What follows belongs to an exercise in optimizing a design on an open flow for small area; a production flow would make more cautious choices. RTL that was checked went through simulation tests only; none was proved equivalent to the original.

## run 1
Design pe_cell_ctrl, start of the top module:
module pe_cell_ctrl
(
	input  logic       clk,
	input  logic       rst_n,
	input  logic       cs_n,
	input  logic       cvalid,
	input  pe_ctrl_pkg::work_mode_e work_mode,
	input  pe_data_pkg::pe_id_t     pe_id,
	input  pe_data_pkg::trunc_t     reg_data_trunc,
	input  pe_data_pkg::bus_byte_t  wdata,
	input  logic       wdata_valid,
	output logic       wdata_busy,
	output logic       pe_busy,
	output pe_data_pkg::bus_byte_t  rdata,
	output logic       rdata_valid,
	output logic       rdata_last,
	input  logic       rdata_busy,
	output pe_data_pkg::row_vec_t   xin,
	output logic       pulse_in,
	output logic       rst_pe_rram,
	input  logic       pim_ready,
	input  pe_data_pkg::col_vec_t   partial_result
);
For scale: about 4600 cells after synthesis, roughly 790 flip-flops, roughly 1600 I/O pins, about 0.054 mm^2 of cells after synthesis.
Settings: LEC_CHECK=0, CAP_MARGIN=20, CELL_PAD_IN_SITES_DETAIL_PLACEMENT=1, CELL_PAD_IN_SITES_GLOBAL_PLACEMENT=1, CORE_AREA=2 2 718 398, DIE_AREA=0 0 720 400, PLACE_DENSITY=0.55, SLEW_MARGIN=20, SYNTH_HIERARCHICAL=1, SYNTH_MINIMUM_KEEP_SIZE=0; clock period 12.5 ns.
standard.sh (not shown) runs the stock make flow with config.mk's settings and CLKGATE_MAP_FILE= SYNTH_SCRIPT=/design/flow/synth_recipe.tcl, a recipe that flattens the netlist after the stock synthesis.
==> flow/flow/run.sh <==
#!/bin/bash
# The standard layout (standard.sh: synthesis to final DEF), with the port
# buffers made of the smallest buffer cell instead of the default choice,
# and no dummy loads in the clock tree.
set -euo pipefail
export BUFFER_PORTS_ARGS="-buffer_cell sky130_fd_sc_hd__buf_1"
export CTS_ARGS="-sink_clustering_enable -repair_clock_nets -dont_use_dummy_load -sink_clustering_size 22 -sink_clustering_max_diameter 100"
bash standard.sh finish > standard.log 2>&1
For run 2, these inputs were changed with respect to run 1:
- a change of PLACE_DENSITY from 0.55 to 0.4
- an added GPL_TIMING_DRIVEN of 0
- a change of CELL_PAD_IN_SITES_GLOBAL_PLACEMENT from 1 to 2
Findings:
- Comparing critical path depth for run 1 and run 2, the smaller number came from run 1.
- Sort run 1 and run 2 by fmax, descending, and run 1 comes first.
- On number of placed cells counting well taps: between run 1 and run 2, it ends up higher for run 2.
- [diff] count of vias placed by the detailed router, run 2 relative to run 1: improvement
- Max first-iteration DRC count across run 1 and run 2: run 1
- In the metrics for run 1 and run 2, the one carrying the lower worst hold slack across all endpoints is run 2.
- On slack of the critical path, the lower figure sits with run 2, not run 1.
- Looking at buffering overhead, run 2 sits 2.8 points higher than run 1 does.
- Cell area | run 2 vs run 1 | run 2 larger
- On run 2: final weighted congestion in routability-driven placement is about 11% lower than what run 1 gave.
- In summary, run 2 completed successfully, with a layout that passed the timing, DRC and antenna checks.
[inputs] run 3 vs run 2
- a deleted GPL_TIMING_DRIVEN that had been 0
--- outcome ---
As far as global route total overflow goes, run 3 and run 2 are indistinguishable; the numbers are identical. [compare] base=run 2 new=run 3: worst-margin pin slew increased by 0.16 ns relative to the old numbers; wire length decreased by 2.8% relative to the old numbers. Re final period utilization: run 2 and run 3 aren't equal, and the lower value belongs to run 3. Setup slack in run 3 is 1.57 ns higher than in run 2.
#### Input delta (run 4 over run 3)
- CELL_PAD_IN_SITES_GLOBAL_PLACEMENT now 1, was 2
- CAP_MARGIN now 15, was 20
- SLEW_MARGIN now 15, was 20
- PLACE_DENSITY now 0.55, was 0.4
==> comparison <==
Global-route usage (lower): run 3. Diff run 3 -> run 4: met3 demand-to-capacity share in global routing went up 0.98 points; total wire length went up about 2.2%; area of all placed cells without fillers held; utilization held; compound-gate portion of the synthesized area held.
--- input diff run 4..run 5 ---
- PLACE_DENSITY: 0.55 -> 0.65
- SLEW_MARGIN: 15 -> 20
- CAP_MARGIN: 15 -> 20
Run 5: flow completed, timing, DRC and antenna clean
Summary: with run 4 as the reference, first-pass GRT wire length in run 5 moved up slightly.
Per the comparison of run 5 with run 4, post-placement worst setup slack decreased by 0.049 ns relative to the old numbers; non-clock buffer count +about 0.6%; area growth from synthesis to final layout higher; effective utilization at floorplan closely matched the old numbers; length of routed met3 wiring picked up an extra about 4%.
Run comparison: run 4 startpoint of the most critical setup path reg_data_trunc[0]; run 5 startpoint of the most critical setup path par
Final critical-path setup slack: run 4 and run 5 compared, higher one is run 5
~same cell area after placement in run 4 and run 5
Core footprint came out exactly the same in run 4 and run 5.

========
pe_cell_ctrl, a different RTL version from the one above (not shown whole).
For scale: roughly 4400 cells after synthesis, roughly 1600 I/O pins.
// pe_cell_ctrl
module pe_cell_ctrl
(
	input  logic       clk,
	input  logic       rst_n,
	input  logic       cs_n,
	input  logic       cvalid,
	input  pe_ctrl_pkg::work_mode_e work_mode,
	input  pe_data_pkg::pe_id_t     pe_id,
	input  pe_data_pkg::trunc_t     reg_data_trunc,
	input  pe_data_pkg::bus_byte_t  wdata,
	input  logic       wdata_valid,
	output logic       wdata_busy,
	output logic       pe_busy,
	output pe_data_pkg::bus_byte_t  rdata,
	output logic       rdata_valid,
	output logic       rdata_last,
	input  logic       rdata_busy,
	output pe_data_pkg::row_vec_t   xin,
	output logic       pulse_in,
	output logic       rst_pe_rram,
	input  logic       pim_ready,
	input  pe_data_pkg::col_vec_t   partial_result
);
clock: 12.5 ns
lec_check: 0
cap_margin: 20
cell_pad_in_sites_detail_placement: 1
cell_pad_in_sites_global_placement: 2
core_area: 2 2 638 328
die_area: 0 0 640 330
place_density: 0.5
slew_margin: 20
synth_hierarchical: 1
synth_minimum_keep_size: 0
==> flow/flow/run.sh <==
#!/bin/bash
# The standard layout (standard.sh: synthesis to final DEF), with the port
# buffers made of the smallest buffer cell instead of the default choice,
# and no dummy loads in the clock tree.
set -euo pipefail
export BUFFER_PORTS_ARGS="-buffer_cell sky130_fd_sc_hd__buf_1"
export CTS_ARGS="-sink_clustering_enable -repair_clock_nets -dont_use_dummy_load"
bash standard.sh finish > standard.log 2>&1
Edit:
--- a/flow/flow/run.sh
+++ b/flow/flow/run.sh
@@ -6,3 +6,3 @@
 export BUFFER_PORTS_ARGS="-buffer_cell sky130_fd_sc_hd__buf_1"
-export CTS_ARGS="-sink_clustering_enable -repair_clock_nets -dont_use_dummy_load"
+export CTS_ARGS="-sink_clustering_enable -repair_clock_nets -dont_use_dummy_load -buf_list sky130_fd_sc_hd__clkbuf_8"
 bash standard.sh finish > standard.log 2>&1
After rerunning: Die area is unchanged; global-route usage increases by 0.12 points; worst hold slack improved by 0.0050 ns; cell area hardly moves; setup slack got worse by 0.19 ns; count of clock-buffer cells in the layout increases by 58; routed wire length increases by 0.45%; sequential cell count is unchanged; synthesized cell count stays the same.

========
Setup of lane 1:
pe_cell_ctrl, a different RTL version from the one above (not shown whole).
Size in the first run: ~5000 cells after synthesis, about 790 flip-flops, roughly 1600 I/O pins.
clock: 12.5 ns
lec_check: 0
cap_margin: 20
cell_pad_in_sites_detail_placement: 1
cell_pad_in_sites_global_placement: 2
core_area: 2 2 638 328
die_area: 0 0 640 330
place_density: 0.5
slew_margin: 20
synth_hierarchical: 1
synth_minimum_keep_size: 0
==> flow/flow/run.sh <==
#!/bin/bash
# The standard layout (standard.sh: synthesis to final DEF), with the port
# buffers made of the smallest buffer cell instead of the default choice,
# and no dummy loads in the clock tree.
set -euo pipefail
export BUFFER_PORTS_ARGS="-buffer_cell sky130_fd_sc_hd__buf_1"
export RECOVER_POWER=100
export CTS_ARGS="-sink_clustering_enable -repair_clock_nets -dont_use_dummy_load -sink_clustering_size 22 -sink_clustering_max_diameter 100"
bash standard.sh finish > standard.log 2>&1
Lane 1: all stages done; final checks FAILED (capacitance limit, slew limit).
diff inputs: lane 1 => lane 2
diff --git a/flow/flow/run.sh b/flow/flow/run.sh
--- a/flow/flow/run.sh
+++ b/flow/flow/run.sh
@@ -6,3 +6,2 @@
 export BUFFER_PORTS_ARGS="-buffer_cell sky130_fd_sc_hd__buf_1"
-export RECOVER_POWER=100
 export CTS_ARGS="-sink_clustering_enable -repair_clock_nets -dont_use_dummy_load -sink_clustering_size 22 -sink_clustering_max_diameter 100"
==> summary.txt <==
Final non-filler cell total delta (lane 2 -> lane 1): insignificant. Re number of failing hold endpoints at the final stage: no difference whatsoever between lane 1 and lane 2. Lane 2 reports its end point of the critical path as hn[8][12]$_DFF_P_ while lane 1 reports hn[28][12]$_DFF_P_. The sequential share of cell area of lane 2 and that of lane 1 are within noise of each other. Hold slack delta (lane 1 -> lane 2): insignificant. From the logs: lane 1 reached the end of the flow and failed the layout checks with capacitance limit, slew limit. Lane 2 reached the final stage; the timing, DRC and antenna checks on its layout passed. Diff lane 2..lane 1 | final standard cell utilization of the core | negligible. Changes observed in lane 2 relative to lane 1: part of the cycle the worst path needs now smaller; cell area now larger.
Function was not checked in any run of this note: the RTL went through the layout flow alone.

## afterwards: timing with drivers on the ports
The results above use ideal ports. As a check the final layouts listed here were re-extracted and re-timed, cells and wires unchanged.
Step 1: set_driving_cell puts a clkbuf_16 on clk and a buf_2 on each other input, an assumption about the parent block.
Step 2, shift: input delay + t, output delay - t, t = (earliest + latest rising clock arrival at the registers) / 2. This alone moves slack from input paths to output paths.
Slacks: ideal / step 1 / step 2; pairs: ideal / step 1.
run | t, ns | slack for setup (ns) | worst register clock-pin slew, ns | worst data-port slew with drivers (ns)
run 1 | 0.768 | 3.129 / 3.001 / 3.001 | 0.11 / 0.11 | 0.34
run 2 | 0.736 | 1.768 / 1.690 / 2.425 | 0.11 / 0.11 | 0.24
run 3 | 0.755 | 3.338 / 3.261 / 3.191 | 0.11 / 0.11 | 0.21
run 4 | 0.757 | 3.135 / 3.023 / 3.023 | 0.11 / 0.11 | 0.31
run 5 | 0.769 | 3.272 / 3.183 / 3.319 | 0.10 / 0.10 | 0.36
the first run of note 2 | 0.745 | 2.549 / 2.455 / 2.861 | 0.07 / 0.07 | 0.32
the second run of note 2 | 0.938 | 2.355 / 2.252 / 2.859 | 0.08 / 0.08 | 0.32
lane 1 | 0.771 | 2.094 / 2.057 / 2.094 | 0.12 / 0.12 | 0.37
lane 2 | 0.764 | 2.509 / 2.420 / 2.509 | 0.11 / 0.11 | 0.37
The setup slack of run 3, which loses most, moves by -0.077 ns with the drivers and by -0.147 ns with both steps.
